This design comes from an exercise in tuning for small area, a short achievable clock period and few clock cycles on the open sky130 flow, not from production work.
Function was not checked in any run shown here: the RTL went through the layout flow alone.
Power figures rest on the tool's default switching activity, not on a simulated workload.

## design.v

```verilog
`default_nettype none
package hdc_pkg;
  localparam int unsigned HV_DIM     = 32;
  localparam int unsigned IM_DEPTH   = 16;
  localparam int unsigned IM_ADDR_W  = 4;
  localparam int unsigned COUNT_W    = 8;
  localparam int unsigned CSR_ADDR_W = 8;
  localparam int unsigned CSR_DATA_W = 32;
  typedef logic [HV_DIM-1:0]     hv_t;
  typedef logic [IM_ADDR_W-1:0]  im_addr_t;
  typedef logic [COUNT_W-1:0]    count_t;
  typedef logic [CSR_DATA_W-1:0] csr_data_t;
  typedef logic [CSR_ADDR_W-1:0] csr_addr_t;
  localparam csr_addr_t REG_CTRL      = 8'h00;
  localparam csr_addr_t REG_NUM_ITEMS = 8'h01;
  localparam csr_addr_t REG_BASE_A    = 8'h02;
  localparam csr_addr_t REG_BASE_B    = 8'h03;
  localparam csr_addr_t REG_STATUS    = 8'h04;
  localparam csr_addr_t REG_RESULT    = 8'h05;
  localparam csr_addr_t IM_WIN_BASE   = 8'h10;
  localparam int unsigned CTRL_START_BIT  = 0;
  localparam int unsigned STATUS_BUSY_BIT = 0;
  localparam int unsigned STATUS_DONE_BIT = 1;
endpackage
`default_nettype wire
`default_nettype none
module hdc_csr (
  input  logic      clk_i,
  input  logic      rst_i,
  input  logic      csr_we_i,
  input  logic      csr_re_i,
  input  hdc_pkg::csr_addr_t csr_addr_i,
  input  hdc_pkg::csr_data_t csr_wdata_i,
  input  logic      busy_i,
  input  logic      done_i,
  input  hdc_pkg::hv_t       result_i,
  output hdc_pkg::csr_data_t csr_rdata_o,
  output logic      csr_rvalid_o,
  output logic      start_o,         
  output logic      n_zero_o,        
  output hdc_pkg::count_t    num_items_o,
  output hdc_pkg::im_addr_t  base_a_o,
  output hdc_pkg::im_addr_t  dist_o
);
  hdc_pkg::im_addr_t  base_b_q;
  hdc_pkg::im_addr_t  wdata_a;
  hdc_pkg::csr_data_t rdata_d;
  assign wdata_a  = csr_wdata_i[hdc_pkg::IM_ADDR_W-1:0];
  assign start_o  = csr_we_i && (csr_addr_i == hdc_pkg::REG_CTRL) &&
                    csr_wdata_i[hdc_pkg::CTRL_START_BIT];
  assign n_zero_o = (num_items_o == '0);
  always_ff @(posedge clk_i) begin
    if (rst_i) begin
      num_items_o <= '0;
      base_a_o    <= '0;
      base_b_q    <= '0;
      dist_o      <= '0;
    end else if (csr_we_i) begin
      case (csr_addr_i)
        hdc_pkg::REG_NUM_ITEMS: num_items_o <= csr_wdata_i[hdc_pkg::COUNT_W-1:0];
        hdc_pkg::REG_BASE_A: begin
          base_a_o <= wdata_a;
          dist_o   <= base_b_q - wdata_a;
        end
        hdc_pkg::REG_BASE_B: begin
          base_b_q <= wdata_a;
          dist_o   <= wdata_a - base_a_o;
        end
        default: ;
      endcase
    end
  end
  always_comb begin
    rdata_d = '0;
    case (csr_addr_i)
      hdc_pkg::REG_NUM_ITEMS: rdata_d = hdc_pkg::csr_data_t'(num_items_o);
      hdc_pkg::REG_BASE_A:    rdata_d = hdc_pkg::csr_data_t'(base_a_o);
      hdc_pkg::REG_BASE_B:    rdata_d = hdc_pkg::csr_data_t'(base_b_q);
      hdc_pkg::REG_STATUS: begin
        rdata_d[hdc_pkg::STATUS_BUSY_BIT] = busy_i;
        rdata_d[hdc_pkg::STATUS_DONE_BIT] = done_i;
      end
      hdc_pkg::REG_RESULT:    rdata_d = result_i;
      default: ;
    endcase
  end
  always_ff @(posedge clk_i) begin
    if (rst_i) begin
      csr_rvalid_o <= 1'b0;
    end else begin
      csr_rvalid_o <= csr_re_i;
    end
  end
  always_ff @(posedge clk_i) begin
    csr_rdata_o <= rdata_d;
  end
endmodule
`default_nettype wire
`default_nettype none
module im_fetcher #(
  parameter int unsigned LANES = 16
) (
  input  logic [hdc_pkg::IM_DEPTH*hdc_pkg::HV_DIM-1:0] mem_i,
  input  logic               grp_i,      
  input  hdc_pkg::count_t    num_items_i,
  input  hdc_pkg::im_addr_t  base_a_i,
  input  hdc_pkg::im_addr_t  dist_i,
  output logic [LANES*hdc_pkg::IM_DEPTH-1:0] y_o,
  output logic [hdc_pkg::IM_DEPTH-1:0]       mask_o
);
  localparam int unsigned D = hdc_pkg::IM_DEPTH;
  for (genvar m = 0; m < D; m++) begin : g_mask
    hdc_pkg::im_addr_t off;
    assign off       = hdc_pkg::im_addr_t'(m) - base_a_i;
    assign mask_o[m] = (off < num_items_i[hdc_pkg::IM_ADDR_W-1:0]);
  end
  for (genvar l = 0; l < LANES; l++) begin : g_lane
    logic [D-1:0] col, r1, r2, r4, r8;
    for (genvar m = 0; m < D; m++) begin : g_col
      assign col[m] = grp_i ? mem_i[m*hdc_pkg::HV_DIM + LANES + l]
                            : mem_i[m*hdc_pkg::HV_DIM + l];
    end
    for (genvar m = 0; m < D; m++) begin : g_rot
      assign r1[m] = dist_i[0] ? col[(m + 1) % D] : col[m];
      assign r2[m] = dist_i[1] ? r1[(m + 2) % D]  : r1[m];
      assign r4[m] = dist_i[2] ? r2[(m + 4) % D]  : r2[m];
      assign r8[m] = dist_i[3] ? r4[(m + 8) % D]  : r4[m];
    end
    assign y_o[l*D +: D] = col ^ r8;
  end
endmodule
`default_nettype wire
`default_nettype none
module im_shared_mem (
  input  logic     clk_i,
  input  logic     csr_we_i,
  input  hdc_pkg::csr_addr_t csr_addr_i,
  input  hdc_pkg::csr_data_t csr_wdata_i,
  output logic [hdc_pkg::IM_DEPTH*hdc_pkg::HV_DIM-1:0] mem_o
);
  logic win_we;
  assign win_we = csr_we_i &&
                  (csr_addr_i[hdc_pkg::CSR_ADDR_W-1:hdc_pkg::IM_ADDR_W] ==
                   hdc_pkg::IM_WIN_BASE[hdc_pkg::CSR_ADDR_W-1:hdc_pkg::IM_ADDR_W]);
  for (genvar k = 0; k < hdc_pkg::IM_DEPTH; k++) begin : g_word
    always_ff @(posedge clk_i) begin
      if (win_we && (csr_addr_i[hdc_pkg::IM_ADDR_W-1:0] == k)) begin
        mem_o[k*hdc_pkg::HV_DIM +: hdc_pkg::HV_DIM] <= csr_wdata_i;
      end
    end
  end
endmodule
`default_nettype wire
`default_nettype none
module hv_bundler #(
  parameter int unsigned LANES = 16
) (
  input  logic   clk_i,
  input  logic   rst_i,
  input  logic   start_i,
  input  logic   n_zero_i,
  input  hdc_pkg::count_t num_items_i,
  input  logic [LANES*hdc_pkg::IM_DEPTH-1:0] y_i,
  input  logic [hdc_pkg::IM_DEPTH-1:0]       mask_i,
  output logic   grp_o,
  output logic   busy_o,
  output logic   done_o,
  output hdc_pkg::hv_t    qhv_o,
  output logic   qhv_valid_o
);
  localparam int unsigned D = hdc_pkg::IM_DEPTH;
  logic [1:0] ph_q;
  logic       accept;
  logic [LANES*D-1:0] y_q;
  logic [D-1:0]       mask_q;
  logic [2:0]         qcap_1q;   
  logic [2:0]         rhalf_1q;  
  logic [4:0]         thr_q [9];   
  logic [LANES*4-1:0] sh_q;      
  logic [LANES*4-1:0] ext_q;     
  logic [LANES-1:0]   maj;
  logic [LANES-1:0]   part_q;
  assign accept = start_i && !n_zero_i && ((ph_q == 2'd0) || (ph_q == 2'd3));
  assign busy_o = (ph_q != 2'd0);
  assign grp_o  = (ph_q == 2'd1);
  always_ff @(posedge clk_i) begin
    if (rst_i) begin
      ph_q        <= 2'd0;
      done_o      <= 1'b0;
      qhv_valid_o <= 1'b0;
    end else begin
      qhv_valid_o <= (ph_q == 2'd3);
      if (accept) begin
        ph_q   <= 2'd1;
        done_o <= 1'b0;
      end else if (ph_q == 2'd3) begin
        ph_q   <= 2'd0;
        done_o <= 1'b1;
      end else if (ph_q != 2'd0) begin
        ph_q   <= ph_q + 2'd1;
      end
    end
  end
  function automatic logic [2:0] popcount4(input logic [3:0] v);
    case (v)
      4'b0000:                                                popcount4 = 3'd0;
      4'b0001, 4'b0010, 4'b0100, 4'b1000:                     popcount4 = 3'd1;
      4'b0011, 4'b0101, 4'b0110, 4'b1001, 4'b1010, 4'b1100: popcount4 = 3'd2;
      4'b1111:                                                popcount4 = 3'd4;
      default:                                                popcount4 = 3'd3;
    endcase
  endfunction
  function automatic logic [4:0] popcount16(input logic [15:0] v);
    logic [3:0] h0, h1;
    h0 = {1'b0, popcount4(v[3:0])}  + {1'b0, popcount4(v[7:4])};
    h1 = {1'b0, popcount4(v[11:8])} + {1'b0, popcount4(v[15:12])};
    popcount16 = {1'b0, h0} + {1'b0, h1};
  endfunction
  always_ff @(posedge clk_i) begin
    y_q      <= y_i;
    mask_q   <= mask_i;
    qcap_1q  <= (num_items_i[7:6] != 2'd0) ? 3'd4 : {1'b0, num_items_i[5:4]};
    rhalf_1q <= num_items_i[3:1];
  end
  for (genvar h = 0; h < 9; h++) begin : g_thr
    logic signed [7:0] t;
    assign t = $signed({5'b0, rhalf_1q}) + 8'sd1 +
               $signed({5'b0, qcap_1q}) * $signed(8'(8 - 2 * h));
    always_ff @(posedge clk_i) begin
      thr_q[h] <= (t < 0) ? 5'd0 : (t > 8'sd16) ? 5'd16 : t[4:0];
    end
  end
  for (genvar l = 0; l < LANES; l++) begin : g_lane
    logic [D-1:0] y;
    logic [4:0]   s_all, s_ext;
    assign y     = y_q[l*D +: D];
    assign s_all = popcount16(y);
    assign s_ext = popcount16(y & mask_q);
    always_ff @(posedge clk_i) begin
      sh_q[l*4 +: 4]  <= s_all[4:1];
      ext_q[l*4 +: 4] <= s_ext[3:0];
    end
    assign maj[l] = ({1'b0, ext_q[l*4 +: 4]} >= thr_q[sh_q[l*4 +: 4]]);
  end
  always_ff @(posedge clk_i) begin
    if (ph_q == 2'd2) part_q <= maj;
  end
  always_ff @(posedge clk_i) begin
    if (ph_q == 2'd3) qhv_o <= {maj, part_q};
  end
endmodule
`default_nettype wire
`default_nettype none
module hdc_encoder_top (
  input  logic      clk_i,
  input  logic      rst_i,
  input  logic      csr_we_i,
  input  logic      csr_re_i,
  input  hdc_pkg::csr_addr_t csr_addr_i,
  input  hdc_pkg::csr_data_t csr_wdata_i,
  output hdc_pkg::csr_data_t csr_rdata_o,
  output logic      csr_rvalid_o,
  output hdc_pkg::hv_t       qhv_o,
  output logic      qhv_valid_o
);
  localparam int unsigned LANES = hdc_pkg::HV_DIM / 2;
  logic     start, n_zero, busy, done, grp;
  hdc_pkg::count_t   num_items;
  hdc_pkg::im_addr_t base_a, ab_dist;
  logic [hdc_pkg::IM_DEPTH*hdc_pkg::HV_DIM-1:0] mem;
  logic [LANES*hdc_pkg::IM_DEPTH-1:0] y;
  logic [hdc_pkg::IM_DEPTH-1:0] mask;
  hdc_csr u_csr (
    .clk_i        ( clk_i        ), .rst_i        ( rst_i        ),
    .csr_we_i     ( csr_we_i     ), .csr_re_i     ( csr_re_i     ),
    .csr_addr_i   ( csr_addr_i   ), .csr_wdata_i  ( csr_wdata_i  ),
    .busy_i       ( busy         ), .done_i       ( done         ),
    .result_i     ( qhv_o        ), .csr_rdata_o  ( csr_rdata_o  ),
    .csr_rvalid_o ( csr_rvalid_o ), .start_o      ( start        ),
    .n_zero_o     ( n_zero       ), .num_items_o  ( num_items    ),
    .base_a_o     ( base_a       ), .dist_o       ( ab_dist         )
  );
  im_shared_mem u_mem (
    .clk_i ( clk_i ), .csr_we_i ( csr_we_i ), .csr_addr_i ( csr_addr_i ),
    .csr_wdata_i ( csr_wdata_i ), .mem_o ( mem )
  );
  im_fetcher #(.LANES(LANES)) u_fetch (
    .mem_i ( mem ), .grp_i ( grp ), .num_items_i ( num_items ),
    .base_a_i ( base_a ), .dist_i ( ab_dist ), .y_o ( y ), .mask_o ( mask )
  );
  hv_bundler #(.LANES(LANES)) u_bundler (
    .clk_i ( clk_i ), .rst_i ( rst_i ), .start_i ( start ),
    .n_zero_i ( n_zero ), .num_items_i ( num_items ), .y_i ( y ),
    .mask_i ( mask ), .grp_o ( grp ), .busy_o ( busy ), .done_o ( done ),
    .qhv_o ( qhv_o ), .qhv_valid_o ( qhv_valid_o )
  );
endmodule
`default_nettype wire
```

## run.sh

```bash
#!/bin/bash
# synth_recipe.tcl (not shown) runs the flow's synth.tcl, then flattens the netlist and writes it again
# the make line also repeats each setting of config.mk as NAME=value (left out here)
make -C /OpenROAD-flow-scripts/flow DESIGN_CONFIG=/design/flow/config.mk WORK_HOME=/design/flow/orfs CLKGATE_MAP_FILE= SYNTH_SCRIPT=/design/flow/synth_recipe.tcl finish
```

## config.mk

```make
export PLATFORM = sky130hd
export DESIGN_NAME = hdc_encoder_top
export DESIGN_NICKNAME = hdc_encoder_top
export VERILOG_FILES = /design/flow/design.v
export SDC_FILE = /design/flow/constraint.sdc
export NUM_CORES = 4
export LEC_CHECK = 0
export CAP_MARGIN = 20
export CORE_MARGIN = 2
export CORE_UTILIZATION = 40
export SLEW_MARGIN = 20
```

## constraint.sdc

```tcl
create_clock -name core_clock -period 5.0 [get_ports {clk_i}]
set_input_delay 1.0000 -clock core_clock [delete_from_list [all_inputs] [get_ports {clk_i}]]
set_output_delay 1.0000 -clock core_clock [all_outputs]
set_load 0.01 [all_outputs]
```

==> out/results.txt, run 1 <==
outcome -> timing/DRC/antenna clean
pre-CTS setup slack -> 1.05 ns
routed vias/inst -> 5.69
filler instances -> 17.2k
Pins Over Slew Limit -> 0
Syn Inst Count -> 6714
share of post-route cells with drive strength above 1 -> 0.129
Remaining Overflow, GRT -> 0
Avg Cell Area, Syn -> 11.5 µm²
Final HPWL DP -> 170000 µm
Tot Pwr -> 43.1 mW
FF+latch count, synth -> 1259
final clock skew -> 0.0411 ns
critical path, cell by cell -> ha_4, buf_12, buf_4, mux2i_1, a22o_1, nor2_1, a21oi_1, mux2i_1, xor2_1, inv_1, ha_1, and3_1, a211oi_1
Max rail drop VDD -> 0.378 mV
setup tns final -> 0 ns
crit path max fanout -> 26
Root Driver -> clkbuf_16
Final Non-Filler Cells -> 9439
Post-synth EDFFs -> 560
DIE WIDTH -> 444 µm
Yosys warnings -> 4
FMAX -> 0.248 GHz
maximum root-to-sink buffer count -> 3
R2R setup slack -> 0.96 ns
I/O pin count -> 110
number of cells after detailed placement -> 9177
Mapped Area -> 0.0774 mm²
Leakage -> 35.1 nW
RSZ-0062 raised after global routing -> false
Hold Vio Cnt, Final -> 0
WP data required -> 5.72 ns
Tcrit/Tclk final -> 0.807
crit path launch type -> register
antenna viol nets, final -> 0
Core Area -> 0.192 mm²
Final nets -> 7615
Largest delay share family, worst path -> multiplexers
via count -> 53.7k
Die Ht -> 444 µm
Area Overhead vs Synth -> 12.3%
largest net degree at the start of global routing -> 94
reg-to-reg critical path startpoint -> u_bundler.ph_q[0]$_SDFFE_PP0P_
Clock transition at path regs -> 0.06 ns
Buf+Inv Stages, Crit Path -> 3
ys flop type -> dfxtp_1
TritonCTS clock tree -> built
Post-Route WL -> 238000 µm
die footprint -> 0.197 mm²
worst min-delay path class -> reg -> reg
# setup viols final -> 0
Post-CTS Resized -> 0
hold buffer count at cts -> 0
asr flop ratio synth -> 0
Routed WL per cell -> 25.2 µm
Setup crit end kind -> register
Final min period -> 4.04 ns
cells on worst reg2reg path -> 13
Buffers on Ports -> 109
number of remaining DRC errors -> 0
slowest CP cell -> mux2i_1
Total GRT Usage -> 0.238
post-synthesis cell type count -> 68
Worst slew margin -> 0.203
first-pass GRT wire length -> 350000 µm
pwr dens -> 496 mW/mm²
Crit path arrival time -> 4.75 ns
CP most frequent cell -> mux2i_1
slew at the pin closest to its max-slew limit -> 1.19 ns
# rows -> 161
setup ws final -> 0.963 ns
syn_nets -> 7535
initial antenna violation count -> 26
Post-CTS Setup Bufs -> 0
Pre-antenna DRT Iters -> 6
DR iter-0 viols -> 5124
WP depth -> 13
sequential area share after synthesis -> 0.398
clock sinks -> 1259
vias in the first global route -> 53.9k
Crit path largest cell delay -> 0.73 ns
CTS Buf Count -> 141
clock latency on the worst-skew pair -> 0.82 ns
Setup crit start -> u_bundler.ph_q[0]$_SDFFE_PP0P_
htree depth -> 4
initial core utilization -> 0.402
Placer Congestion -> 0.924
number of max-cap violations -> 0
critical path type -> reg -> reg
-- cell type report --
type                       count  area (µm²)  share of cell area
inverter                     534        2030              0.0233
antenna                        4        10.0            0.000115
timing repair buffer         279        2730              0.0314
clock inverter                78         892              0.0103
tap                         2526        3160              0.0364
clock buffer                 180        3980              0.0457
multi-input combinational   4579       43300               0.498
sequential                  1259       30800               0.355
-- power breakdown --
part | total, mW | internal (mW) | leakage, nW | switching, mW
sequential | 14.9 | 12.9 | 10.8 | 1.97
combinational | 17.4 | 7.53 | 21.9 | 9.83
clock | 10.8 | 6.48 | 2.35 | 4.37
-- cell usage after synthesis, types with 5 or more instances --
library cell | number | area share
ha_1 | 580 | 0.094
a222oi_1 | 11 | 0.0014
mux4_2 | 380 | 0.11
nor3_1 | 145 | 0.0094
mux2_2 | 57 | 0.0083
inv_1 | 533 | 0.026
a221o_1 | 9 | 0.0012
or2_2 | 7 | 0.00057
a22o_1 | 32 | 0.0036
buf_4 | 23 | 0.0022
xnor2_1 | 360 | 0.041
and2_1 | 75 | 0.0061
a311oi_1 | 13 | 0.0015
a21o_1 | 83 | 0.0081
o22ai_1 | 31 | 0.0025
nor3b_1 | 10 | 0.00097
nand3_1 | 75 | 0.0049
buf_1 | 32 | 0.0016
o211ai_1 | 23 | 0.0022
a31oi_1 | 37 | 0.0030
a21oi_1 | 160 | 0.010
nand3b_1 | 5 | 0.00049
mux2i_1 | 591 | 0.076
a211o_1 | 9 | 0.0010
fa_1 | 197 | 0.051
o31ai_1 | 12 | 0.0012
nor4_1 | 5 | 0.00040
and3_1 | 11 | 0.00089
nor2_1 | 263 | 0.013
o221ai_1 | 95 | 0.011
a221oi_1 | 20 | 0.0023
nand2b_1 | 31 | 0.0025
o21ai_0 | 182 | 0.012
nand2_1 | 638 | 0.031
nor2b_1 | 44 | 0.0036
a211oi_1 | 30 | 0.0029
nand4_1 | 9 | 0.00073
xor2_1 | 213 | 0.024
edfxtp_1 | 560 | 0.22
buf_2 | 46 | 0.0030
dfxtp_1 | 699 | 0.18
clkbuf_1 | 239 | 0.012
a22oi_1 | 92 | 0.0089
-- per-layer routing --
layer	wire length, µm	global-route usage	part of all wire	vias up
li1	-	-	-	24200
met1	99600	0.312	0.42	26800
met2	107000	0.370	0.45	2194
met3	19200	0.0570	0.081	507
met4	12200	0.118	0.051	26
met5	161	0	0.00068	-
-- worst min-delay path by stage --
stage / slack [ns] / to / start / cells after the start
global placement: 0.40 / u_bundler.qhv_o[7]$_DFFE_PP_ / u_bundler.part_q[7]$_DFFE_PN_ / 0
global route: 0.42 / u_bundler.qhv_o[9]$_DFFE_PP_ / u_bundler.part_q[9]$_DFFE_PN_ / 0
detailed placement: 0.40 / u_bundler.qhv_o[8]$_DFFE_PP_ / u_bundler.part_q[8]$_DFFE_PN_ / 0
finish: 0.40 / u_bundler.qhv_o[6]$_DFFE_PP_ / u_bundler.part_q[6]$_DFFE_PN_ / 0
CTS: 0.40 / u_bundler.qhv_o[6]$_DFFE_PP_ / u_bundler.part_q[6]$_DFFE_PN_ / 0
floorplan: 0.38 / u_bundler.rhalf_1q[1]$_DFF_P_ / u_csr.num_items_o[2]$_SDFFE_PP0P_ / 0
-- cell families (layout without fill, tap and decap cells) --
| group | after synthesis | after routing | synth area share |
|---|---|---|---|
| AO/OA/AOI/OAI | 866 | 866 | 0.0759 |
| XOR/XNOR | 577 | 577 | 0.0659 |
| adder cells (fa/ha/maj) | 778 | 778 | 0.145 |
| buffers and inverters | 876 | 1071 | 0.0445 |
| flip-flops | 1259 | 1259 | 0.398 |
| multiplexers | 1028 | 1028 | 0.195 |
| other | 0 | 4 | 0 |
| AND/OR/NAND/NOR | 1330 | 1330 | 0.0753 |
-- per-stage QoR --
stage               area, µm²  hold slack, ns  utilization
floorplan               77400           0.376            -
global placement        82000           0.401        0.426
detailed placement      82000           0.405        0.426
CTS                     86900           0.404        0.452
global route            86900           0.422        0.452
finish                  86900           0.404        0.452
-- cell usage in the layout (no fill, tap or decap), types with 213 or more instances in the layout --
cell,netlist,routed
mux4_2,380,380
nand2_1,638,638
xnor2_1,360,360
xor2_1,213,213
inv_1,533,531
ha_1,580,578
dfxtp_1,699,686
mux2i_1,591,591
edfxtp_1,560,560
nor2_1,263,249
==> run 2: changes to the inputs <==
--- a/config.mk
+++ b/config.mk
@@ -8,4 +8,5 @@
 export CAP_MARGIN = 20
 export CORE_MARGIN = 2
 export CORE_UTILIZATION = 40
+export SETUP_SLACK_MARGIN = 2.5
 export SLEW_MARGIN = 20
==> run 2 against run 1 <==
Still clean on timing, DRC and antenna; wire length increased by 15%; flip-flop and latch count unchanged; cell count rose by 9.7%; register-to-register slack better by 0.59 ns; global-route usage is 2.8 points higher; worst hold slack worse by 0.00078 ns; first-iteration DRC count grew 34%; die area stayed put.
==> out/results.txt, run 2 <==
outcome -> timing/DRC/antenna clean
Max rail drop VDD -> 0.495 mV
Syn Inst Count -> 6714
Buffers on Ports -> 109
GR Util met3 -> 0.0505
GR Layer Usage met1 -> 0.373
Routed WL per cell -> 26.5 µm
cell type with the largest total area after synthesis -> edfxtp_1
post-synthesis compound-gate area fraction -> 0.0759
Avg Cell Area, Syn -> 11.5 µm²
FF/Latch Area -> 0.0311 mm²
routed vias/inst -> 5.79
ys flop type -> dfxtp_1
Total GRT Usage -> 0.266
I/O pin count -> 110
DR iter-0 viols -> 6843
top-area cell type share of the netlist area -> 0.217
Tot Pwr -> 54.8 mW
# rows -> 161
number of remaining DRC errors -> 0
hold buffer count at cts -> 0
Clock transition at path regs -> 0.06 ns
RSZ-0062 raised after global routing -> true
GR peak layer -> met2
Final HPWL DP -> 174000 µm
syn_nets -> 7535
number of max-cap violations -> 0
Core Area -> 0.192 mm²
crit path launch type -> register
commonest non-fill, non-tap cell in the layout -> buf_4
Post-Place Cell Area -> 0.0839 mm²
Final nets -> 8539
adder-cell share of the synthesized area -> 0.145
clock sinks -> 1259
Worst slew margin -> 0.251
asr flop ratio synth -> 0
initial core utilization -> 0.402
Placer Congestion -> 0.939
Final min period -> 3.44 ns
GR Util met2 -> 0.402
Crit path largest cell delay -> 0.54 ns
critical path, cell by cell -> inv_2, ha_4, buf_12, buf_12, buf_16, buf_16, mux2i_4, buf_4, mux4_2, mux4_2, xor2_4, xnor2_2, o221ai_1
die footprint -> 0.197 mm²
hold-critical path depth -> 0
share of post-route cells with drive strength above 1 -> 0.464
Mapped Area -> 0.0774 mm²
htree depth -> 4
clock latency on the worst-skew pair -> 0.82 ns
slowest CP cell -> mux4_2
R2R setup slack -> 1.56 ns
DIE WIDTH -> 444 µm
Leakage -> 42.7 nW
initial antenna violation count -> 18
CTS Buf Count -> 140
filler instances -> 14.5k
fin util -> 0.572
crit path max fanout -> 6
Post-synth EDFFs -> 560
top-count cell post-synth -> dfxtp_1
slew at the pin closest to its max-slew limit -> 1.12 ns
Root Driver -> clkbuf_16
hold_sp -> u_bundler.part_q[1]$_DFFE_PN_
cells on worst reg2reg path -> 13
Die Ht -> 444 µm
setup tns final -> 0 ns
Area Overhead vs Synth -> 42.2%
maximum root-to-sink buffer count -> 3
most frequent cells in the layout -> buf_4 (617), dfxtp_1 (603), edfxtp_1 (560), nand2_1 (449), ha_1 (401)
Tcrit/Tclk final -> 0.689
critical path type -> reg -> reg
via count -> 60.0k
Synth top cells by count -> dfxtp_1 (699), nand2_1 (638), mux2i_1 (591), ha_1 (580), edfxtp_1 (560)
# setup viols final -> 0
mux cell area share after synthesis -> 0.195
sequential area share after synthesis -> 0.398
fin area -> 0.110 mm²
first-pass GRT wire length -> 392000 µm
Hold Path Sink -> u_bundler.qhv_o[1]$_DFFE_PP_
Hold Vio Cnt, Final -> 0
post-synthesis simple-gate area fraction -> 0.0753
Setup crit end kind -> register
TritonCTS clock tree -> built
pre-CTS setup slack -> 1.02 ns
area of the multi-input gates -> 0.0562 mm²
setup ws final -> 1.56 ns
antenna viol nets, final -> 0
vias in the first global route -> 59.2k
final clock skew -> 0.0386 ns
Yosys warnings -> 4
largest net degree at the start of global routing -> 97
synth top area cells -> edfxtp_1 (22%), dfxtp_1 (18%), mux4_2 (11%)
pwr dens -> 498 mW/mm²
Pre-antenna DRT Iters -> 8
worst min-delay path class -> reg -> reg
Post-Route WL -> 274000 µm
combinational family with the most area after synthesis -> multiplexers
Crit path arrival time -> 4.12 ns
Pins Over Slew Limit -> 0
Remaining Overflow, GRT -> 0
WP data required -> 5.67 ns
FMAX -> 0.290 GHz
reg-to-reg critical path startpoint -> u_bundler.ph_q[1]$_SDFFE_PP0P_
FF+latch count, synth -> 1259
xor-xnor portion of the synthesized cell area -> 0.0659
post-synthesis cell type count -> 68
run 2: cell types whose count changed in the layout (fill, tap and decap cells not counted), moves of 192 or more:
cell,previous run,this run
mux2i_1,591,184
buf_4,141,617
xnor2_1,360,168
buf_6,0,304
mux2i_4,0,281
inv_1,531,310
run 2: cell type report:
class / count / area share
antenna: 2 / 0.0000455
clock buffer: 185 / 0.0350
clock inverter: 66 / 0.00680
inverter: 534 / 0.0200
multi-input combinational: 4579 / 0.511
sequential: 1259 / 0.283
tap: 2526 / 0.0287
timing repair buffer: 1203 / 0.116
timing repair inverter: 1 / 0.0000796
run 2: cells by family (layout without fill, tap and decap cells):
logic type,Yosys count,count (layout)
AND/OR/NAND/NOR,1330,1330
flip-flops,1259,1259
multiplexers,1028,1028
buffers and inverters,876,1989
AO/OA/AOI/OAI,866,866
adder cells (fa/ha/maj),778,778
XOR/XNOR,577,577
other,0,2
run 2: per-stage QoR:
step | hold slack, ns | cells
2_1_floorplan | 0.376 | 6714
3_3_place_gp | 0.402 | 9154
3_5_place_dp | 0.405 | 9154
4_1_cts | 0.393 | 10200
5_1_grt | 0.416 | 10400
6_report | 0.403 | 10400
run 2: worst max path at each step:
| stage | startpoint | endpoint | slack (ns) |
|---|---|---|---|
| CTS | u_bundler.ph_q[1]$_SDFFE_PP0P_ | register | 1.66 |
| floorplan | csr_we_i | u_mem.mem_o[64]$_DFFE_PP_ | 1.91 |
| detailed placement | u_bundler.ph_q[0]$_SDFFE_PP0P_ | register | 1.02 |
| global placement | u_bundler.ph_q[1]$_SDFFE_PP0P_ | register | 1.04 |
| global route | u_bundler.ph_q[1]$_SDFFE_PP0P_ | register | 1.47 |
| finish | u_bundler.ph_q[1]$_SDFFE_PP0P_ | register | 1.56 |
run 2: timing repair:
item                                    4_1_cts  5_1_grt
endpoints found under the setup margin     1170      988
pin swaps                                   380      368
resized for setup                          2004      745
cloned                                       37        4
buffers inserted                            718      188
run 2: layer usage:
layer / vias to the layer above / share of wire
met2: 3023 / 0.45
met5: - / 0.00012
met1: 30200 / 0.42
met4: 6 / 0.051
met3: 669 / 0.087
li1: 26100 / -
run 2: where the power goes:
group / total, mW / internal [mW] / switching (mW)
logic: 29.2 / 14.5 / 14.7
clock network: 10.4 / 5.95 / 4.46
registers: 15.2 / 13.0 / 2.15
total: 54.8 / 33.5 / 21.3
run 2: worst max-delay path: cells and delay by family, from the launching register on:
kind	cells	cell delay, ns
buffers and inverters	6	0.85
flip-flops	1	0.33
XOR/XNOR	2	0.50
adder cells (fa/ha/maj)	1	0.18
AO/OA/AOI/OAI	1	0.15
multiplexers	3	1.26
==> run 3: changes to the inputs <==
--- a/config.mk
+++ b/config.mk
@@ -8,5 +8,5 @@
 export CAP_MARGIN = 20
 export CORE_MARGIN = 2
 export CORE_UTILIZATION = 40
-export SETUP_SLACK_MARGIN = 2.5
+export SETUP_SLACK_MARGIN = 1.5
 export SLEW_MARGIN = 20
==> run 3 against run 2 <==
Via count is 9.8% lower; clock skew rose by 0.0030 ns; synthesized cell count unchanged; critical path depth unchanged; flip-flop and latch count is the same; worst hold slack improved by 0.015 ns; largest cell class unchanged.
==> out/results.txt, run 3 <==
R2R setup slack -> 1.54 ns
Post-Route WL -> 242000 µm
post-synthesis cell type count -> 68
Syn Inst Count -> 6714
Core Area -> 0.192 mm²
cell type with the largest total area after synthesis -> edfxtp_1
pwr dens -> 489 mW/mm²
slew at the pin closest to its max-slew limit -> 1.19 ns
clock latency on the worst-skew pair -> 0.82 ns
asr flop ratio synth -> 0
Max rail drop VDD -> 0.370 mV
adder-cell share of the synthesized area -> 0.145
FF+latch count, synth -> 1259
Setup crit end kind -> register
reg-to-reg critical path startpoint -> u_bundler.ph_q[1]$_SDFFE_PP0P_
cells on worst reg2reg path -> 13
combinational family with the most area after synthesis -> multiplexers
fin area -> 0.0908 mm²
Max Used Layer -> met5
commonest non-fill, non-tap cell in the layout -> dfxtp_1
Buffers on Ports -> 109
share of post-route cells with drive strength above 1 -> 0.197
Final HPWL DP -> 169000 µm
sequential area share after synthesis -> 0.398
post-synthesis simple-gate area fraction -> 0.0753
hold_sp -> u_bundler.part_q[12]$_DFFE_PN_
Crit path largest cell delay -> 0.45 ns
synth top area cells -> edfxtp_1 (22%), dfxtp_1 (18%), mux4_2 (11%)
# rows -> 161
Root Driver -> clkbuf_16
critical path type -> reg -> reg
# setup viols final -> 0
maximum root-to-sink buffer count -> 3
Tcrit/Tclk final -> 0.691
syn_nets -> 7535
TritonCTS clock tree -> built
Pins Over Slew Limit -> 0
DIE WIDTH -> 444 µm
Remaining Overflow, GRT -> 0
Post-Place Cell Area -> 0.0821 mm²
FMAX -> 0.289 GHz
crit path max fanout -> 17
die footprint -> 0.197 mm²
Total GRT Usage -> 0.238
largest net degree at the start of global routing -> 86
critical path, cell by cell -> inv_2, ha_4, buf_12, buf_16, buf_16, mux2i_2, mux4_2, mux2i_1, mux2i_1, xnor2_2, inv_1, ha_1, xnor2_1
initial core utilization -> 0.402
most frequent cells in the layout -> dfxtp_1 (667), nand2_1 (630), ha_1 (576), edfxtp_1 (560), inv_1 (525)
Placer Congestion -> 0.917
mux cell area share after synthesis -> 0.195
Crit path arrival time -> 4.13 ns
Yosys warnings -> 4
xor-xnor portion of the synthesized cell area -> 0.0659
antenna viol nets, final -> 0
top-count cell post-synth -> dfxtp_1
final clock skew -> 0.0416 ns
vias in the first global route -> 53.9k
number of remaining DRC errors -> 0
Synth top cells by count -> dfxtp_1 (699), nand2_1 (638), mux2i_1 (591), ha_1 (580), edfxtp_1 (560)
DR iter-0 viols -> 5538
Pre-antenna DRT Iters -> 8
WL met2 -> 110000 µm
worst min-delay path class -> reg -> reg
M1 WL -> 102000 µm
Area Overhead vs Synth -> 17.3%
top-area cell type share of the netlist area -> 0.217
Die Ht -> 444 µm
crit path launch type -> register
Hold Vio Cnt, Final -> 0
CTS Buf Count -> 142
post-synthesis compound-gate area fraction -> 0.0759
I/O pin count -> 110
RSZ-0062 raised after global routing -> true
Routed WL per cell -> 25.5 µm
routed vias/inst -> 5.70
first-pass GRT wire length -> 350000 µm
Final nets -> 7668
Clock transition at path regs -> 0.06 ns
Worst slew margin -> 0.204
number of max-cap violations -> 0
WP data required -> 5.67 ns
clock sinks -> 1259
via count -> 54.1k
initial antenna violation count -> 18
Leakage -> 36.6 nW
Post-synth EDFFs -> 560
Avg Cell Area, Syn -> 11.5 µm²
DR WL met3 -> 19200 µm
outcome -> timing/DRC/antenna clean
ys flop type -> dfxtp_1
hold-critical path depth -> 0
htree depth -> 4
Final min period -> 3.46 ns
setup tns final -> 0 ns
Mapped Area -> 0.0774 mm²
Setup crit start -> u_bundler.ph_q[1]$_SDFFE_PP0P_
slowest CP cell -> mux2i_2
==> run 3: cell types whose count changed in the layout (fill, tap and decap cells not counted), moves of 175 or more <==
cell | before | now
buf_4 | 617 | 143
inv_1 | 310 | 525
buf_6 | 304 | 11
ha_1 | 401 | 576
mux2i_4 | 281 | 78
nand2_1 | 449 | 630
==> run 3: final timing paths <==
path	end
setup / recovery	register
setup reg to reg	register
hold reg to reg	u_bundler.qhv_o[12]$_DFFE_PP_
hold / removal	u_bundler.qhv_o[12]$_DFFE_PP_
==> run 3: layer usage <==
layer,GRT usage,vias up
li1,-,24300
met1,0.320,26900
met5,0,-
met4,0.0879,6
met2,0.379,2390
met3,0.0465,479
==> run 3: power breakdown <==
part	switching (mW)	internal (mW)	leakage, nW
logic	10.1	8.41	23.3
clock network	4.46	6.47	2.39
registers	2.00	12.9	10.9
total	16.6	27.8	36.6
==> run 3: metrics by stage <==
step / power (mW) / hold slack [ns] / utilization / cells / setup WS (ns)
4_1_cts: 43.9 / 0.412 / 0.460 / 9451 / 1.41
2_1_floorplan: 26.3 / 0.376 / - / 6714 / 1.30
5_1_grt: 47.2 / 0.424 / 0.472 / 9493 / 1.42
3_5_place_dp: 32.2 / 0.405 / 0.427 / 9175 / 0.953
6_report: 44.4 / 0.418 / 0.472 / 9500 / 1.54
3_3_place_gp: 31.8 / 0.401 / 0.427 / 9175 / 0.999
==> run 3: layout make-up <==
type	count	area [µm²]
diodes	9	22.5
clock buffers	180	4020
inverters	534	2040
well taps	2526	3160
repair buffers	331	3730
flip-flops and latches	1259	30900
clock inverters	82	928
fillers	16800	102000
multi-input cells	4579	46000
==> run 3: worst max-delay path, delay by kind of cell, from the launching register on <==
| kind | cells | cell delay [ns] |
|---|---|---|
| flops | 1 | 0.34 |
| xor+xnor | 2 | 0.30 |
| fa+ha+maj | 2 | 0.50 |
| buf+inv | 5 | 0.86 |
| mux | 4 | 1.22 |
==> run 3: what timing repair did <==
action	in CTS	in global routing
resized for setup	249	352
gates cloned	3	9
pin swaps	4	29
hold buffers	0	0
setup buffers	11	31
setup endpoints to repair	228	186
==> run 3: kinds of logic (layout without fill, tap and decap cells) <==
logic type / Yosys count / count (layout)
AO/OA/AOI/OAI: 866 / 866
buffers and inverters: 876 / 1127
flip-flops: 1259 / 1259
multiplexers: 1028 / 1028
adder cells (fa/ha/maj): 778 / 778
XOR/XNOR: 577 / 577
AND/OR/NAND/NOR: 1330 / 1330
other: 0 / 9
==> run 4: changes to the inputs <==
--- a/design.v
+++ b/design.v
@@ -109,10 +109,13 @@
   output logic [hdc_pkg::IM_DEPTH-1:0]       mask_o
 );
   localparam int unsigned D = hdc_pkg::IM_DEPTH;
+  logic [D-1:0] therm, m1, m2, m4;
   for (genvar m = 0; m < D; m++) begin : g_mask
-    hdc_pkg::im_addr_t off;
-    assign off       = hdc_pkg::im_addr_t'(m) - base_a_i;
-    assign mask_o[m] = (off < num_items_i[hdc_pkg::IM_ADDR_W-1:0]);
+    assign therm[m]  = (num_items_i[hdc_pkg::IM_ADDR_W-1:0] > m);
+    assign m1[m]     = base_a_i[0] ? therm[(m + D - 1) % D] : therm[m];
+    assign m2[m]     = base_a_i[1] ? m1[(m + D - 2) % D]    : m1[m];
+    assign m4[m]     = base_a_i[2] ? m2[(m + D - 4) % D]    : m2[m];
+    assign mask_o[m] = base_a_i[3] ? m4[(m + D - 8) % D]    : m4[m];
   end
   for (genvar l = 0; l < LANES; l++) begin : g_lane
     logic [D-1:0] col, r1, r2, r4, r8;
@@ -169,84 +172,91 @@
   output logic   qhv_valid_o
 );
   localparam int unsigned D = hdc_pkg::IM_DEPTH;
-  logic [1:0] ph_q;
+  logic       ph1_q, ph2_q, ph3_q;
   logic       accept;
-  logic [LANES*D-1:0] y_q;
-  logic [D-1:0]       mask_q;
-  logic [2:0]         qcap_1q;   
-  logic [2:0]         rhalf_1q;  
+  logic [2:0]         qcap_q;    
+  logic [2:0]         rhalf_q;   
   logic [4:0]         thr_q [9];   
-  logic [LANES*4-1:0] sh_q;      
-  logic [LANES*4-1:0] ext_q;     
   logic [LANES-1:0]   maj;
   logic [LANES-1:0]   part_q;
-  assign accept = start_i && !n_zero_i && ((ph_q == 2'd0) || (ph_q == 2'd3));
-  assign busy_o = (ph_q != 2'd0);
-  assign grp_o  = (ph_q == 2'd1);
+  assign accept = start_i && !n_zero_i && !ph1_q && !ph2_q;
+  assign busy_o = ph1_q || ph2_q || ph3_q;
+  assign grp_o  = ph1_q;
   always_ff @(posedge clk_i) begin
     if (rst_i) begin
-      ph_q        <= 2'd0;
+      ph1_q       <= 1'b0;
+      ph2_q       <= 1'b0;
+      ph3_q       <= 1'b0;
       done_o      <= 1'b0;
       qhv_valid_o <= 1'b0;
     end else begin
-      qhv_valid_o <= (ph_q == 2'd3);
+      ph1_q       <= accept;
+      ph2_q       <= ph1_q;
+      ph3_q       <= ph2_q;
+      qhv_valid_o <= ph3_q;
       if (accept) begin
-        ph_q   <= 2'd1;
         done_o <= 1'b0;
-      end else if (ph_q == 2'd3) begin
-        ph_q   <= 2'd0;
+      end else if (ph3_q) begin
         done_o <= 1'b1;
-      end else if (ph_q != 2'd0) begin
-        ph_q   <= ph_q + 2'd1;
       end
     end
   end
   function automatic logic [2:0] popcount4(input logic [3:0] v);
-    case (v)
-      4'b0000:                                                popcount4 = 3'd0;
-      4'b0001, 4'b0010, 4'b0100, 4'b1000:                     popcount4 = 3'd1;
-      4'b0011, 4'b0101, 4'b0110, 4'b1001, 4'b1010, 4'b1100: popcount4 = 3'd2;
-      4'b1111:                                                popcount4 = 3'd4;
-      default:                                                popcount4 = 3'd3;
-    endcase
-  endfunction
-  function automatic logic [4:0] popcount16(input logic [15:0] v);
-    logic [3:0] h0, h1;
-    h0 = {1'b0, popcount4(v[3:0])}  + {1'b0, popcount4(v[7:4])};
-    h1 = {1'b0, popcount4(v[11:8])} + {1'b0, popcount4(v[15:12])};
-    popcount16 = {1'b0, h0} + {1'b0, h1};
+    logic a, b, ac, bc, c;
+    a  = v[0] ^ v[1];
+    ac = v[0] & v[1];
+    b  = v[2] ^ v[3];
+    bc = v[2] & v[3];
+    c  = a & b;
+    popcount4 = {ac & bc, (ac ^ bc) | c, a ^ b};
   endfunction
   always_ff @(posedge clk_i) begin
-    y_q      <= y_i;
-    mask_q   <= mask_i;
-    qcap_1q  <= (num_items_i[7:6] != 2'd0) ? 3'd4 : {1'b0, num_items_i[5:4]};
-    rhalf_1q <= num_items_i[3:1];
+    qcap_q  <= (num_items_i[7:6] != 2'd0) ? 3'd4 : {1'b0, num_items_i[5:4]};
+    rhalf_q <= num_items_i[3:1];
   end
   for (genvar h = 0; h < 9; h++) begin : g_thr
     logic signed [7:0] t;
-    assign t = $signed({5'b0, rhalf_1q}) + 8'sd1 +
-               $signed({5'b0, qcap_1q}) * $signed(8'(8 - 2 * h));
+    assign t = $signed({5'b0, rhalf_q}) + 8'sd1 +
+               $signed({5'b0, qcap_q}) * $signed(8'(8 - 2 * h));
     always_ff @(posedge clk_i) begin
       thr_q[h] <= (t < 0) ? 5'd0 : (t > 8'sd16) ? 5'd16 : t[4:0];
     end
   end
   for (genvar l = 0; l < LANES; l++) begin : g_lane
-    logic [D-1:0] y;
-    logic [4:0]   s_all, s_ext;
-    assign y     = y_q[l*D +: D];
-    assign s_all = popcount16(y);
-    assign s_ext = popcount16(y & mask_q);
+    logic [D-1:0] y, ym;
+    logic [11:0]  all4_q, ext4_q;   
+    logic [4:0]   s_all;
+    logic [3:0]   s_ext;
+    logic [8:0]   half_q;           
+    logic [3:0]   ext_q;            
+    logic [4:0]   thr;
+    assign y  = y_i[l*D +: D];
+    assign ym = y & mask_i;
     always_ff @(posedge clk_i) begin
-      sh_q[l*4 +: 4]  <= s_all[4:1];
-      ext_q[l*4 +: 4] <= s_ext[3:0];
+      for (int g = 0; g < 4; g++) begin
+        all4_q[3*g +: 3] <= popcount4(y[4*g +: 4]);
+        ext4_q[3*g +: 3] <= popcount4(ym[4*g +: 4]);
+      end
+    end
+    assign s_all = ({2'b0, all4_q[2:0]} + {2'b0, all4_q[5:3]}) +
+                   ({2'b0, all4_q[8:6]} + {2'b0, all4_q[11:9]});
+    assign s_ext = ({1'b0, ext4_q[2:0]} + {1'b0, ext4_q[5:3]}) +
+                   ({1'b0, ext4_q[8:6]} + {1'b0, ext4_q[11:9]});
+    always_ff @(posedge clk_i) begin
+      for (int h = 0; h < 9; h++) half_q[h] <= (s_all[4:1] == 4'(h));
+      ext_q <= s_ext;
+    end
+    always_comb begin
+      thr = '0;
+      for (int h = 0; h < 9; h++) thr = thr | (half_q[h] ? thr_q[h] : 5'd0);
     end
-    assign maj[l] = ({1'b0, ext_q[l*4 +: 4]} >= thr_q[sh_q[l*4 +: 4]]);
+    assign maj[l] = ({1'b0, ext_q} >= thr);
   end
   always_ff @(posedge clk_i) begin
-    if (ph_q == 2'd2) part_q <= maj;
+    if (ph2_q) part_q <= maj;
   end
   always_ff @(posedge clk_i) begin
-    if (ph_q == 2'd3) qhv_o <= {maj, part_q};
+    if (ph3_q) qhv_o <= {maj, part_q};
   end
 endmodule
 `default_nettype wire
==> run 4 against run 3 <==
Still clean on timing, DRC and antenna; sequential share of layout area is 0.87 points higher; flip-flop and latch count rose by 1; first-iteration DRC count is 8.3% higher; core utilization fell by 0.74 points; synthesized area decreased by 0.79%; synthesized cell count is 12% lower; clock power down 4%; count of clock-buffer cells in the layout rose by 11; critical path type unchanged; largest power group is now registers.
==> out/results.txt, run 4 <==
htree depth -> 4
top-area cell type share of the netlist area -> 0.219
vias in the first global route -> 51.3k
post-synthesis simple-gate area fraction -> 0.0680
Worst slew margin -> 0.117
hold buffer count at cts -> 0
Remaining Overflow, GRT -> 0
post-synthesis compound-gate area fraction -> 0.0609
largest net degree at the start of global routing -> 89
initial antenna violation count -> 21
TritonCTS clock tree -> built
post-synthesis cell type count -> 65
GR Util met3 -> 0.0561
FF/Latch Area -> 0.0309 mm²
slew at the pin closest to its max-slew limit -> 1.32 ns
initial core utilization -> 0.403
FF+latch count, synth -> 1260
adder-cell share of the synthesized area -> 0.168
syn_nets -> 6866
top-count cell post-synth -> ha_1
DIE WIDTH -> 442 µm
Die Ht -> 442 µm
crit path launch type -> register
commonest non-fill, non-tap cell in the layout -> ha_1
via count -> 51.3k
WP data required -> 5.47 ns
Final min period -> 3.48 ns
Tcrit/Tclk final -> 0.697
antenna viol nets, final -> 0
sequential area share after synthesis -> 0.402
xor-xnor portion of the synthesized cell area -> 0.0421
Mapped Area -> 0.0768 mm²
routed vias/inst -> 5.93
most frequent cells in the layout -> ha_1 (780), dfxtp_1 (689), edfxtp_1 (560), mux4_2 (512), mux2i_1 (373)
Total GRT Usage -> 0.236
Pre-antenna DRT Iters -> 14
CTS Buf Count -> 141
# setup viols final -> 0
asr flop ratio synth -> 0
Syn Inst Count -> 5890
fin util -> 0.465
die footprint -> 0.195 mm²
synth top area cells -> edfxtp_1 (22%), dfxtp_1 (18%), mux4_2 (15%)
DR iter-0 viols -> 5995
worst hold slack -> 0.402 ns
maximum root-to-sink buffer count -> 3
Hold Vio Cnt, Final -> 0
setup tns final -> 0 ns
Final nets -> 7000
Placer Congestion -> 0.946
RSZ-0062 raised after global routing -> true
Tot Pwr -> 23.8 mW
Post-synth EDFFs -> 560
Leakage -> 34.3 nW
share of post-route cells with drive strength above 1 -> 0.222
Core Area -> 0.190 mm²
Area Overhead vs Synth -> 15.2%
number of remaining DRC errors -> 0
Crit path arrival time -> 3.95 ns
GR Layer Usage met1 -> 0.307
FMAX -> 0.287 GHz
area of the multi-input gates -> 0.0450 mm²
combinational family with the most area after synthesis -> multiplexers
final clock skew -> 0.0448 ns
pwr dens -> 269 mW/mm²
I/O pin count -> 110
biggest regs -> u_mem.mem_o: 512 flops, u_bundler.g_lane.all4_q: 192 flops, u_bundler.g_lane.ext4_q: 192 flops
worst min-delay path class -> reg -> reg
Buffers on Ports -> 109
mux cell area share after synthesis -> 0.225
Reg with most FFs -> u_mem.mem_o
filler instances -> 16.6k
cell type with the largest total area after synthesis -> edfxtp_1
Yosys warnings -> 4
critical path type -> reg -> reg
Root Driver -> clkbuf_16
Post-Route WL -> 236000 µm
clock sinks -> 1260
Synth top cells by count -> ha_1 (780), dfxtp_1 (700), edfxtp_1 (560), mux2i_1 (559), mux4_2 (512)
Final HPWL DP -> 167000 µm
Largest register FFs -> 512
Pins Over Slew Limit -> 0
crit path max fanout -> 12
Max rail drop VDD -> 0.344 mV
outcome -> timing/DRC/antenna clean
clock latency on the worst-skew pair -> 0.80 ns
first-pass GRT wire length -> 342000 µm
# rows -> 160
GR Util met2 -> 0.378
Routed WL per cell -> 27.3 µm
Avg Cell Area, Syn -> 13.0 µm²
Setup crit end kind -> register
number of max-cap violations -> 0
Clock transition at path regs -> 0.07 ns
ys flop type -> dfxtp_1
GR peak layer -> met2
## run 4: cell types whose count changed in the layout (fill, tap and decap cells not counted), moves of 66 or more
cell,delta
nand2_1,-548
ha_1,+204
inv_1,-188
nor2b_1,+181
xnor2_1,-155
o21ai_0,-139
mux4_2,+132
or2_2,+124
o221ai_1,-95
a22oi_1,+89
nor2_1,-72
a21oi_1,-70
xnor2_2,-66
## run 4: cell families after synthesis
kind of cell | after synthesis
xor gates and xnor gates | 369
AOI/OAI and AO/OA | 617
buffers and inverters | 652
and+or+nand+nor | 967
DFF | 1260
adders and majority gates | 938
muxes | 1087
## run 4: area by class of cell
type                    count  area share
flip-flops and latches   1260       0.349
repair buffers            303      0.0382
clock inverters            68     0.00809
diodes                      4    0.000113
clock buffers             191      0.0453
well taps                2511      0.0355
multi-input cells        3978       0.509
inverters                 340      0.0145
## run 4: final timing paths
path | slack [ns] | startpoint | to | cells after the start
min | 0.40 | u_bundler.part_q[6]$_DFFE_PP_ | u_bundler.qhv_o[6]$_DFFE_PP_ | 0
max reg2reg | 1.52 | u_bundler.thr_q[2][1]$_SDFF_PN0_ | u_bundler.part_q[6]$_DFFE_PP_ | 8
max | 1.52 | u_bundler.thr_q[2][1]$_SDFF_PN0_ | u_bundler.part_q[6]$_DFFE_PP_ | 8
min reg2reg | 0.40 | u_bundler.part_q[6]$_DFFE_PP_ | u_bundler.qhv_o[6]$_DFFE_PP_ | 0
## run 4: critical path: stages (launching register included)
cell	delay [ns]
dfxtp_1	0.66
a22oi_1	0.33
nand3_1	0.10
a221oi_1	0.68
ha_1	0.35
a21o_1	0.15
a21o_1	0.17
a21oi_1	0.40
nor2_2	0.27
## run 4: repair_timing
action,4_1_cts,5_1_grt
resized for setup,65,240
setup buffers,9,3
cloned,8,3
endpoints found under the setup margin,164,96
pin swaps,1,0
## run 4: report_power, final
group / switching [mW] / total, mW / internal [mW]
clock network: 4.36 / 10.5 / 6.14
registers: 0.311 / 11.3 / 11.0
logic: 1.15 / 1.94 / 0.784
total: 5.82 / 23.8 / 17.9
## run 4: per-layer routing
metal	vias to the layer above	routed length [µm]
li1	22500	-
met1	25600	94700
met2	2494	108000
met3	686	21700
met4	8	11200
met5	-	43
## run 4: through the flow
| stage | area, µm² | setup slack (ns) | instances |
|---|---|---|---|
| finish | 88400 | 1.52 | 8655 |
| floorplan | 76800 | 1.42 | 5890 |
| global route | 88400 | 1.42 | 8652 |
| global placement | 81700 | 1.17 | 8369 |
| detailed placement | 81700 | 1.12 | 8369 |
| CTS | 87000 | 1.47 | 8645 |
==> run 5: changes to the inputs <==
--- a/config.mk
+++ b/config.mk
@@ -8,5 +8,5 @@
 export CAP_MARGIN = 20
 export CORE_MARGIN = 2
 export CORE_UTILIZATION = 40
-export SETUP_SLACK_MARGIN = 1.5
+export SETUP_SLACK_MARGIN = 2.0
 export SLEW_MARGIN = 20
==> run 5 against run 4 <==
Total power grew 1.8%; sequential share of layout area decreased by 5.2 points; clock skew down 0.0050 ns; synthesized area unchanged; core utilization grew 8.2 points; combinational power is 8% higher; register-to-register slack gained 0.08 ns; design area is 18% higher; critical path type unchanged; critical endpoint is now u_bundler.g_lane[11].ext4_q[4]$_DFF_P_; largest power group unchanged.
==> out/results.txt, run 5 <==
most frequent cells in the layout -> dfxtp_1 (667), edfxtp_1 (560), mux4_2 (512), ha_4 (443), buf_4 (343)
htree depth -> 4
number of remaining DRC errors -> 0
crit path launch type -> register
CP most frequent cell -> buf_12
filler instances -> 14.5k
largest net degree at the start of global routing -> 114
Largest register FFs -> 512
clock sinks -> 1260
Pins Over Slew Limit -> 0
Worst slew margin -> 0.126
biggest regs -> u_mem.mem_o: 512 flops, u_bundler.g_lane.all4_q: 192 flops, u_bundler.g_lane.ext4_q: 192 flops
slew at the pin closest to its max-slew limit -> 1.31 ns
ys flop type -> dfxtp_1
maximum root-to-sink buffer count -> 3
worst min-delay path class -> reg -> reg
Post-synth EDFFs -> 560
Syn Inst Count -> 5890
# setup viols final -> 0
antenna viol nets, final -> 0
routed vias/inst -> 6.02
slowest CP cell -> mux4_2
Routed WL per cell -> 28.4 µm
Final nets -> 7342
commonest non-fill, non-tap cell in the layout -> dfxtp_1
Total GRT Usage -> 0.245
RSZ-0062 raised after global routing -> true
Buffers on Ports -> 109
Area Overhead vs Synth -> 35.7%
fin util -> 0.547
DR iter-0 viols -> 6268
Setup crit end kind -> register
Final HPWL DP -> 166000 µm
FMAX -> 0.293 GHz
post-synthesis cell type count -> 65
initial antenna violation count -> 27
Pre-antenna DRT Iters -> 12
# rows -> 160
share of post-route cells with drive strength above 1 -> 0.421
Die Ht -> 442 µm
DIE WIDTH -> 442 µm
syn_nets -> 6866
Crit path arrival time -> 4.09 ns
Synth top cells by count -> ha_1 (780), dfxtp_1 (700), edfxtp_1 (560), mux2i_1 (559), mux4_2 (512)
synth top area cells -> edfxtp_1 (22%), dfxtp_1 (18%), mux4_2 (15%)
Crit path largest cell delay -> 0.58 ns
Clock transition at path regs -> 0.06 ns
number of max-cap violations -> 0
Remaining Overflow, GRT -> 0
Final min period -> 3.41 ns
Root Driver -> clkbuf_16
reg-to-reg critical path startpoint -> u_bundler.ph1_q$_SDFF_PP0_
Final Non-Filler Cells -> 9012
Post-Route WL -> 256000 µm
WP data required -> 5.68 ns
Hold Vio Cnt, Final -> 0
clock latency on the worst-skew pair -> 0.80 ns
Yosys warnings -> 4
cell type with the largest total area after synthesis -> edfxtp_1
Mapped Area -> 0.0768 mm²
hold buffer count at cts -> 0
top-count cell post-synth -> ha_1
Avg Cell Area, Syn -> 13.0 µm²
asr flop ratio synth -> 0
via count -> 54.3k
outcome -> timing/DRC/antenna clean
initial core utilization -> 0.403
pwr dens -> 232 mW/mm²
crit path max fanout -> 8
first-pass GRT wire length -> 357000 µm
CTS Buf Count -> 142
TritonCTS clock tree -> built
worst hold slack -> 0.418 ns
Leakage -> 37.1 nW
critical path type -> reg -> reg
Core Area -> 0.190 mm²
setup tns final -> 0 ns
I/O pin count -> 110
final clock skew -> 0.0398 ns
critical path, cell by cell -> buf_12, buf_12, buf_16, buf_12, buf_16, mux4_2, mux2i_4, buf_6, mux4_2, xor2_2, nor2b_2, ha_4, ha_4, or2_4
Setup crit start -> u_bundler.ph1_q$_SDFF_PP0_
number of cells after detailed placement -> 8378
Placer Congestion -> 0.910
top-area cell type share of the netlist area -> 0.219
sequential area share after synthesis -> 0.402
Tcrit/Tclk final -> 0.682
Max rail drop VDD -> 0.343 mV
vias in the first global route -> 53.5k
hold_sp -> u_bundler.part_q[4]$_DFFE_PP_
Reg with most FFs -> u_mem.mem_o
FF+latch count, synth -> 1260
die footprint -> 0.195 mm²
## run 5: cell counts after synthesis
No cell type changed its count.
## run 5: logic make-up (layout without fill, tap and decap cells)
group,Yosys count,in the layout,share of synthesized area
compound gates,617,617,0.0609
xor+xnor,369,369,0.0421
fa+ha+maj,938,938,0.168
buf+inv,652,1248,0.0345
flops,1260,1260,0.402
mux,1087,1087,0.225
other cells,0,15,0
simple gates,967,967,0.0680
## run 5: power breakdown
part | internal (mW) | switching [mW] | total (mW)
Combinational | 0.886 | 1.21 | 2.09
Sequential | 11.0 | 0.306 | 11.3
Clock | 6.18 | 4.61 | 10.8
Total | 18.1 | 6.12 | 24.2
## run 5: worst max-delay path: cells and delay by family (launching register included)
family                     cells  cell delay (ns)
muxes                          3             1.07
buffers and inverters          6             0.78
and+or+nand+nor                2             0.48
DFF                            1             0.40
adders and majority gates      2             0.37
xor gates and xnor gates       1             0.19
## run 5: through the flow
step	power [mW]	setup slack, ns	instance area [µm²]
6_report	24.2	1.59	104000
5_1_grt	24.9	1.56	104000
4_1_cts	24.1	1.65	95600
3_5_place_dp	13.4	1.05	81600
3_3_place_gp	13.3	1.04	81600
2_1_floorplan	12.6	1.65	76800
## run 5: path summary, 6_finish.rpt
check	slack, ns	cells past startpoint	to
setup reg to reg	1.59	14	u_bundler.g_lane[11].ext4_q[4]$_DFF_P_
hold reg to reg	0.42	0	u_bundler.qhv_o[4]$_DFFE_PP_
hold / removal	0.42	0	u_bundler.qhv_o[4]$_DFFE_PP_
setup / recovery	1.59	14	u_bundler.g_lane[11].ext4_q[4]$_DFF_P_
## run 5: repair_timing
| action | CTS | global route |
|---|---|---|
| hold endpoints to repair | 0 | 0 |
| pin swaps | 170 | 414 |
| cloned | 26 | 4 |
| endpoints found under the setup margin | 494 | 523 |
| setup buffers | 175 | 150 |
| gates resized for setup | 1106 | 1117 |
## run 5: metal layers
metal | wire length, µm | part of all wire | GRT usage
met5 | 38 | 0.00015 | 0.00147
met2 | 122000 | 0.48 | 0.401
met1 | 97400 | 0.38 | 0.305
met4 | 14300 | 0.056 | 0.105
met3 | 22600 | 0.088 | 0.0646
## run 5: cell type report
| cell class | count | area, µm² | area share |
|---|---|---|---|
| multi-input cells | 3978 | 56800 | 0.545 |
| flip-flops and latches | 1260 | 30900 | 0.297 |
| repair buffers | 644 | 7180 | 0.0689 |
| clock buffers | 183 | 3890 | 0.0373 |
| well taps | 2511 | 3140 | 0.0302 |
| inverters | 340 | 1290 | 0.0124 |
| clock inverters | 81 | 937 | 0.00900 |
| diodes | 15 | 37.5 | 0.000360 |
==> run 6: changes to the inputs <==
--- a/config.mk
+++ b/config.mk
@@ -7,6 +7,6 @@
 export LEC_CHECK = 0
 export CAP_MARGIN = 20
 export CORE_MARGIN = 2
-export CORE_UTILIZATION = 40
-export SETUP_SLACK_MARGIN = 2.0
+export CORE_UTILIZATION = 65
+export SETUP_SLACK_MARGIN = 1.5
 export SLEW_MARGIN = 20
==> run 6 against run 5 <==
Still clean; critical path depth decreased by 4; via count decreased by 3.5%; global-route usage up 13 points; sequential share of layout area increased by 5.8 points; core utilization increased by 19 points; clock power shrank 4%; combinational power decreased by 9%; design area is 16% lower; total power decreased by 2.4%; cell count is 15% lower; critical path type unchanged; critical endpoint is now u_bundler.g_lane[15].ext4_q[4]$_DFF_P_; largest power group unchanged.
==> out/results.txt, run 6 <==
outcome -> timing/DRC/antenna clean
fin util -> 0.740
via count -> 52.4k
Reg with most FFs -> u_mem.mem_o
CTS Buf Count -> 137
Setup crit end kind -> register
share of post-route cells with drive strength above 1 -> 0.224
Post-Route WL -> 228000 µm
initial core utilization -> 0.653
htree depth -> 4
clock sinks -> 1260
crit path max fanout -> 34
crit path launch type -> register
Final min period -> 3.54 ns
Clock transition at path regs -> 0.06 ns
Routed WL per cell -> 29.7 µm
Crit path arrival time -> 4.17 ns
biggest regs -> u_mem.mem_o: 512 flops, u_bundler.g_lane.all4_q: 192 flops, u_bundler.g_lane.ext4_q: 192 flops
Tot Pwr -> 23.6 mW
post-synthesis cell type count -> 65
fin area -> 0.0870 mm²
pwr dens -> 271 mW/mm²
setup tns final -> 0 ns
RSZ-0062 raised after global routing -> true
Avg Cell Area, Syn -> 13.0 µm²
synth top area cells -> edfxtp_1 (22%), dfxtp_1 (18%), mux4_2 (15%)
die footprint -> 0.121 mm²
Remaining Overflow, GRT -> 0
Syn Inst Count -> 5890
Hold Vio Cnt, Final -> 0
syn_nets -> 6866
initial antenna violation count -> 9
Post-synth EDFFs -> 560
number of remaining DRC errors -> 0
Synth top cells by count -> ha_1 (780), dfxtp_1 (700), edfxtp_1 (560), mux2i_1 (559), mux4_2 (512)
top-area cell type share of the netlist area -> 0.219
Mapped Area -> 0.0768 mm²
Placer Congestion -> 0.995
Largest register FFs -> 512
FMAX -> 0.283 GHz
Post-Place Cell Area -> 0.0803 mm²
vias in the first global route -> 50.8k
asr flop ratio synth -> 0
Worst slew margin -> 0.153
largest net degree at the start of global routing -> 83
Final nets -> 6997
slew at the pin closest to its max-slew limit -> 1.27 ns
Area Overhead vs Synth -> 13.4%
# setup viols final -> 0
Leakage -> 34.2 nW
maximum root-to-sink buffer count -> 3
Pre-antenna DRT Iters -> 14
top-count cell post-synth -> ha_1
worst hold slack -> 0.415 ns
TritonCTS clock tree -> built
Final HPWL DP -> 162000 µm
Total GRT Usage -> 0.373
I/O pin count -> 110
DR iter-0 viols -> 7306
hold buffer count at cts -> 0
worst min-delay path class -> reg -> reg
Tcrit/Tclk final -> 0.708
first-pass GRT wire length -> 331000 µm
Core Area -> 0.118 mm²
sequential area share after synthesis -> 0.402
ys flop type -> dfxtp_1
WP data required -> 5.63 ns
final clock skew -> 0.0342 ns
commonest non-fill, non-tap cell in the layout -> ha_1
DIE WIDTH -> 348 µm
Yosys warnings -> 4
# rows -> 126
number of max-cap violations -> 0
Die Ht -> 348 µm
Pins Over Slew Limit -> 0
Buffers on Ports -> 109
cell type with the largest total area after synthesis -> edfxtp_1
Max rail drop VDD -> 0.373 mV
most frequent cells in the layout -> ha_1 (780), dfxtp_1 (691), edfxtp_1 (560), mux4_2 (512), mux2i_1 (383)
critical path type -> reg -> reg
Root Driver -> clkbuf_16
clock latency on the worst-skew pair -> 0.76 ns
antenna viol nets, final -> 0
routed vias/inst -> 6.83
FF+latch count, synth -> 1260
run 6: cell counts after synthesis:
No cell type changed its count.
run 6: timing repair:
action / CTS / global route
buffers inserted: 5 / 21
endpoints found under the setup margin: 110 / 117
pin swaps: 1 / 0
gates cloned: 3 / 8
resized for setup: 59 / 227
run 6: cell type report:
class,count,area [µm²]
diodes,4,10.0
clock buffers,192,3990
clock inverters,59,677
fillers,7699,30600
inverters,340,1280
multi-input cells,3978,45000
flip-flops and latches,1260,30900
well taps,1536,1920
repair buffers,304,3320
run 6: through the flow:
stage          cells  setup slack (ns)
2_1_floorplan   5890              1.42
3_3_place_gp    7381              1.09
3_5_place_dp    7381              1.11
4_1_cts         7640              1.42
5_1_grt         7669              1.32
6_report        7673              1.46
run 6: cell families (layout without fill, tap and decap cells):
group / after synthesis / after routing / share of synthesized area
flops: 1260 / 1260 / 0.402
mux: 1087 / 1087 / 0.225
simple gates: 967 / 967 / 0.0680
fa+ha+maj: 938 / 938 / 0.168
buf+inv: 652 / 895 / 0.0345
compound gates: 617 / 617 / 0.0609
xor+xnor: 369 / 369 / 0.0421
other cells: 0 / 4 / 0
run 6: power by group:
part / switching, mW / leakage (nW) / total, mW / internal (mW)
clock: 4.22 / 2.27 / 10.4 / 6.18
sequential: 0.296 / 10.7 / 11.3 / 11.0
combinational: 1.11 / 21.2 / 1.90 / 0.784
run 6: final timing paths:
path                                      start  slack (ns)  cells after the start                                     end
hold reg to reg   u_bundler.part_q[7]$_DFFE_PP_        0.42                      0            u_bundler.qhv_o[7]$_DFFE_PP_
setup reg to reg     u_bundler.ph1_q$_SDFF_PP0_        1.46                     10  u_bundler.g_lane[15].ext4_q[4]$_DFF_P_
hold / removal    u_bundler.part_q[7]$_DFFE_PP_        0.42                      0            u_bundler.qhv_o[7]$_DFFE_PP_
setup / recovery     u_bundler.ph1_q$_SDFF_PP0_        1.46                     10  u_bundler.g_lane[15].ext4_q[4]$_DFF_P_
run 6: critical path, cell delays in order, from the launching register on:
cell     delay, ns
dfxtp_4       0.36
buf_16        0.21
buf_12        0.27
mux4_2        0.58
mux2i_1       0.35
mux4_2        0.34
xor2_2        0.33
nor2b_1       0.19
ha_1          0.25
ha_1          0.19
or2_2         0.28
run 6: metal layers:
layer  track usage  vias up  part of all wire
li1              -    22500                 -
met1         0.523    25800              0.39
met2         0.539     3272              0.43
met3         0.114      757              0.13
met4         0.163       12             0.052
met5             0        -           0.00035

==> separate check: timing with driven ports <==
Ports are ideal in the flow. The routed layouts listed here were re-timed in OpenROAD. Step 1 (the two cells are an assumption about what drives the block):
set clk [get_ports {clk_i}]
set_driving_cell -lib_cell sky130_fd_sc_hd__clkbuf_16 $clk
set_driving_cell -lib_cell sky130_fd_sc_hd__buf_2 [delete_from_list [all_inputs] $clk]
Step 2, shift: input delay + t, output delay - t, t = (earliest + latest rising clock arrival at the registers) / 2. This alone moves slack from input paths to output paths. Three values: no drivers, after step 1, after step 2; two values: the first two.
run | t (ns) | setup WS [ns] | latest minus earliest clock arrival (ns)
run 1 | 0.890 | 0.963 / 0.963 / 0.963 | 0.048 / 0.048
run 2 | 0.887 | 1.557 / 1.557 / 1.557 | 0.047 / 0.047
run 3 | 0.881 | 1.543 / 1.543 / 1.009 | 0.050 / 0.050
run 4 | 0.871 | 1.515 / 1.515 / 1.095 | 0.049 / 0.049
run 5 | 0.877 | 1.591 / 1.591 / 1.306 | 0.041 / 0.041
run 6 | 0.825 | 1.460 / 1.460 / 1.159 | 0.035 / 0.035
After both steps setup and hold are still met in every run listed. The setup slack of run 3, which loses most, moves by 0.000 ns with the drivers and by -0.534 ns with both steps.
